This is an optimization exercise on Yosys and OpenROAD, whose aim is small area, not a production implementation.
Only simulation tests tie the RTL to the original design; equivalence was not proved.
No activity file was given, so power comes from the tool's default toggle rates.

Setup of exp/cedar:
## sliding_window_arq_sender
module sliding_window_arq_sender (
	input  wire logic                             clk,
	input  wire logic                             arst_n,
	input  wire logic                             start,
	output logic                                  busy,
	input  wire logic [swarq_pkg::KIND_W-1:0]     kind,
	input  wire logic [swarq_pkg::SIZE_W-1:0]     payload_size,
	input  wire logic [swarq_pkg::SEQ_W-1:0]      ack_seq,
	input  wire logic [swarq_pkg::MAP_W-1:0]      received_map,
	output logic                                  result_valid,
	output logic      [swarq_pkg::OKIND_W-1:0]    out_kind,
	output logic      [swarq_pkg::SEQ_W-1:0]      out_seq,
	output logic      [swarq_pkg::SIZE_W-1:0]     out_size,
	output logic      [swarq_pkg::TOTAL_W-1:0]    delivered_bytes,
	output logic                                  last
);
==> flow/config.mk <==
export PLATFORM = sky130hd
export DESIGN_NAME = sliding_window_arq_sender
export DESIGN_NICKNAME = sliding_window_arq_sender
export VERILOG_FILES = /design/flow/design.v
export SDC_FILE = /design/flow/constraint.sdc
export NUM_CORES = 4
export LEC_CHECK = 0
export CAP_MARGIN = 20
export CORE_MARGIN = 2
export CORE_UTILIZATION = 60
export SLEW_MARGIN = 20
==> flow/constraint.sdc <==
create_clock -name core_clock -period 7.0 [get_ports {clk}]
set_input_delay 1.4000 -clock core_clock [delete_from_list [all_inputs] [get_ports {clk}]]
set_output_delay 1.4000 -clock core_clock [all_outputs]
set_load 0.01 [all_outputs]
standard.sh (not shown) runs the stock make flow with config.mk's settings and CLKGATE_MAP_FILE= SYNTH_SCRIPT=/design/flow/synth_recipe.tcl, a recipe that flattens the netlist after the stock synthesis.
==> flow/flow/run.sh <==
#!/bin/bash
# Standard ORFS layout with two knobs: port buffers use the smallest buffer, and the clock
# tree uses small clock buffers without dummy loads.
set -euo pipefail
export BUFFER_PORTS_ARGS="-buffer_cell sky130_fd_sc_hd__buf_1"
export CTS_ARGS="-sink_clustering_enable -repair_clock_nets -dont_use_dummy_load -buf_list {sky130_fd_sc_hd__clkbuf_2 sky130_fd_sc_hd__clkbuf_4 sky130_fd_sc_hd__clkbuf_8}"
bash standard.sh finish > standard.log 2>&1
exp/cedar completed; timing, DRC and antenna clean
The inputs of exp/yarrow differ from those of exp/cedar as listed below.
- CORE_UTILIZATION: 60 -> 40
==> flow/run.sh (new file) <==
#!/bin/bash
# synth_recipe.tcl (not shown) runs the flow's synth.tcl, then flattens the netlist and writes it again
# the make line also repeats each setting of config.mk as NAME=value (left out here)
make -C /OpenROAD-flow-scripts/flow DESIGN_CONFIG=/design/flow/config.mk WORK_HOME=/design/flow/orfs CLKGATE_MAP_FILE= SYNTH_SCRIPT=/design/flow/synth_recipe.tcl finish
removed: flow/flow/run.sh
removed: flow/standard.sh
### Flow results
- Of exp/yarrow and exp/cedar, it is exp/yarrow that has the lower part of the total power dissipated in combinational logic.
- Compared exp/yarrow vs exp/cedar, and area overhead of the layout relative to synthesis is up in exp/yarrow.
- Compared exp/yarrow vs exp/cedar, and part of the cycle the worst path needs is up in exp/yarrow.
- The final reports for exp/yarrow and exp/cedar show flip-flop and latch share of the layout cell area lower in the former.
- The global-route usage in exp/yarrow sits 5.6 points below the value recorded for exp/cedar.
- Taking exp/cedar as the reference point, the cell count after placement of exp/yarrow rises by 8.9%.
- Post-detailed-placement cell area in exp/yarrow vs exp/cedar: up 960 um2
- Compared with exp/cedar, in exp/yarrow actual slew at the worst max-slew pin grew by 0.081 ns; proportion of synthesized flip-flops having asynchronous set or reset held steady; internal power contribution grew by 510 uW.
- Of exp/yarrow and exp/cedar, the higher sequential power share belongs to exp/cedar.


== maple ==
sliding_window_arq_sender, a different RTL version from the one above (not shown whole).
For scale: roughly 940 cells after synthesis, about 460 flip-flops, roughly 0.013 mm² of cells after synthesis.
## sliding_window_arq_sender
module sliding_window_arq_sender (
	input  wire logic                             clk,
	input  wire logic                             arst_n,
	input  wire logic                             start,
	output logic                                  busy,
	input  wire logic [swarq_pkg::KIND_W-1:0]     kind,
	input  wire logic [swarq_pkg::SIZE_W-1:0]     payload_size,
	input  wire logic [swarq_pkg::SEQ_W-1:0]      ack_seq,
	input  wire logic [swarq_pkg::MAP_W-1:0]      received_map,
	output logic                                  result_valid,
	output logic      [swarq_pkg::OKIND_W-1:0]    out_kind,
	output logic      [swarq_pkg::SEQ_W-1:0]      out_seq,
	output logic      [swarq_pkg::SIZE_W-1:0]     out_size,
	output logic      [swarq_pkg::TOTAL_W-1:0]    delivered_bytes,
	output logic                                  last
);
Settings: LEC_CHECK=0, CAP_MARGIN=20, CORE_MARGIN=2, CORE_UTILIZATION=60, SLEW_MARGIN=20; clock period 7.0 ns.
==> flow/flow/run.sh <==
#!/bin/bash
# The standard ORFS layout with these changes:
#  - synthesis maps logic with an area-oriented ABC script (flow/abc.script) and without the
#    half/full-adder cell mapping and the Kogge-Stone carry lookahead (registers unchanged);
#  - port buffers use the smallest buffer cell;
#  - the clock tree uses small clock buffers and no dummy loads.
# ORFS's own output goes to standard.log; each step's log is under orfs/logs/.
set -euo pipefail
work=$(pwd)
sd=$work/scripts_abc
rm -rf "$sd"
mkdir -p "$sd"
for f in "$FLOW_HOME"/scripts/*; do ln -s "$f" "$sd/"; done
rm "$sd/abc_speed.script"
cp flow/abc.script "$sd/abc_speed.script"
bash standard.sh "SCRIPTS_DIR=$sd" "ADDER_MAP_FILE=" "SYNTH_OPERATIONS_ARGS=-nofsm" \
	"BUFFER_PORTS_ARGS=-buffer_cell sky130_fd_sc_hd__buf_1" \
	"CTS_ARGS=-sink_clustering_enable -repair_clock_nets -dont_use_dummy_load -buf_list sky130_fd_sc_hd__clkbuf_8 -sink_clustering_size 21 -sink_clustering_max_diameter 45" \
	finish > standard.log 2>&1
==> flow/flow/abc.script <==
strash
ifraig
scorr
dc2
dretime
strash
&get -n
&dch -f
&nf -R 1000
&put
The inputs of delta differ from those of maple as listed below.
diff --git a/flow/flow/run.sh b/flow/flow/run.sh
--- a/flow/flow/run.sh
+++ b/flow/flow/run.sh
@@ -16,4 +16,4 @@
 bash standard.sh "SCRIPTS_DIR=$sd" "ADDER_MAP_FILE=" "SYNTH_OPERATIONS_ARGS=-nofsm" \
 	"BUFFER_PORTS_ARGS=-buffer_cell sky130_fd_sc_hd__buf_1" \
-	"CTS_ARGS=-sink_clustering_enable -repair_clock_nets -dont_use_dummy_load -buf_list sky130_fd_sc_hd__clkbuf_8 -sink_clustering_size 21 -sink_clustering_max_diameter 45" \
+	"CTS_ARGS=-sink_clustering_enable -repair_clock_nets -dont_use_dummy_load -buf_list sky130_fd_sc_hd__clkbuf_4 -sink_clustering_size 12 -sink_clustering_max_diameter 30" \
 	finish > standard.log 2>&1
Findings:
maple and delta ended up with nearly the same fraction of area in registers. Going from maple to delta, final period utilization grows by 4.3 points. delta vs. maple: number of clock buffers in the layout went up by about 80%. Worst setup slack: higher on maple. Vias: delta more than maple. On final core utilization, maple and delta are basically level. Power per cell area, maple and delta: higher on maple. Looking at maple and delta, the final design area excluding fillers is a wash. Across both runs, post-route non-filler standard cell count was higher for delta than for maple. met2 layer usage reported by global route up 0.25 points in delta wrt maple. Max freq maple -> delta: degraded.
Setup changes, delta to pepper
==> flow/flow/run.sh <==
#!/bin/bash
# The standard ORFS layout with these changes:
#  - synthesis maps logic with an area-oriented ABC script (flow/abc.script, with a 60 s
#    &deepsyn restructuring pass) and without the
#    half/full-adder cell mapping and the Kogge-Stone carry lookahead (registers unchanged);
#  - port buffers use the smallest buffer cell;
#  - the clock tree uses small clock buffers and no dummy loads.
# ORFS's own output goes to standard.log; each step's log is under orfs/logs/.
set -euo pipefail
work=$(pwd)
sd=$work/scripts_abc
rm -rf "$sd"
mkdir -p "$sd"
for f in "$FLOW_HOME"/scripts/*; do ln -s "$f" "$sd/"; done
rm "$sd/abc_speed.script"
cp flow/abc.script "$sd/abc_speed.script"
bash standard.sh "SCRIPTS_DIR=$sd" "ADDER_MAP_FILE=" "SYNTH_OPERATIONS_ARGS=-nofsm" \
	"BUFFER_PORTS_ARGS=-buffer_cell sky130_fd_sc_hd__buf_1" \
	"CTS_ARGS=-sink_clustering_enable -repair_clock_nets -dont_use_dummy_load -buf_list sky130_fd_sc_hd__clkbuf_4 -sink_clustering_size 12 -sink_clustering_max_diameter 50" \
	finish > standard.log 2>&1
--- outcome ---
- Across pepper and delta, the outcome is the same: a clean finish for every run.
- Per the comparison of pepper with delta, first-iteration DRC count fell by 3.7%; register-to-register slack rose by 0.07 ns; shortest clock period the worst path allows after layout fell by 0.069 ns.
- Cmp pepper vs delta: power density normalized to cell area lower in pepper
- pepper against delta; final design instance area without fill is down slightly.
- [compare] base=delta new=pepper: proportion of total power due to net switching level, clock latency of the later-clocked register in the worst-skew pair moved down, final clock period utilization by the worst path moved down, die area level.
- From delta to pepper, total of hold buffers inserted after clock tree synthesis did not move at all.
The following lists how ember was set up differently from pepper:
diff --git a/flow/flow/run.sh b/flow/flow/run.sh
--- a/flow/flow/run.sh
+++ b/flow/flow/run.sh
@@ -17,4 +17,4 @@
 bash standard.sh "SCRIPTS_DIR=$sd" "ADDER_MAP_FILE=" "SYNTH_OPERATIONS_ARGS=-nofsm" \
 	"BUFFER_PORTS_ARGS=-buffer_cell sky130_fd_sc_hd__buf_1" \
-	"CTS_ARGS=-sink_clustering_enable -repair_clock_nets -dont_use_dummy_load -buf_list sky130_fd_sc_hd__clkbuf_4 -sink_clustering_size 12 -sink_clustering_max_diameter 50" \
+	"CTS_ARGS=-sink_clustering_enable -repair_clock_nets -dont_use_dummy_load -buf_list sky130_fd_sc_hd__clkbuf_4 -sink_clustering_size 10 -sink_clustering_max_diameter 40" \
 	finish > standard.log 2>&1
==> flow/flow/abc.script <==
strash
ifraig
scorr
dc2
dretime
strash
&get -n
&deepsyn -T 60
&dch -f
&nf -R 1000
&put
==> comparison <==
Taking pepper as the reference, in ember number of placed instances with taps included -0.89%; worst setup slack -0.35 ns; share of total power in combinational logic -8.3 points; internal power summed over all cells -4.4%.
Of the two candidates, pepper has the worse first-iteration DRC count and ember the better one.
Looking only at worst hold slack across all endpoints, and setting everything else aside, the higher value of ember and pepper goes to pepper.
Measured against each other, ember and pepper differ in total number of vias, the higher figure coming from pepper.

[separate check: timing with driven ports]
How much do the figures lean on ideal ports? The routed layouts below were timed once more, with nothing changed but the port constraints.
Step 1 assumes that a clkbuf_16 drives the clock port and a buf_2 every other input.
Step 2 adds t to the input delays and takes it off the output delays; t is the mean of the earliest and latest rising clock arrival at the registers after step 1. Input paths then give back, and output paths get back, about the clock's delay inside the block.
Three values: no drivers, after step 1, after step 2; two values: the first two.
run | t (ns) | setup slack, ns | clock arrival spread, ns
exp/cedar | 0.579 | 1.370 / 1.323 / 1.472 | 0.104 / 0.104
exp/yarrow | 0.598 | 0.863 / 0.815 / 1.340 | 0.040 / 0.040
maple | 0.549 | 1.050 / 1.050 / 0.736 | 0.080 / 0.081
delta | 0.692 | 0.752 / 0.752 / 0.752 | 0.095 / 0.096
pepper | 0.670 | 0.821 / 0.821 / 0.787 | 0.054 / 0.053
ember | 0.686 | 0.474 / 0.474 / 0.474 | 0.104 / 0.104
After both steps every run listed still meets setup and hold. For maple, which loses most, drivers alone change the setup slack by 0.000 ns; drivers and shift together by -0.314 ns.
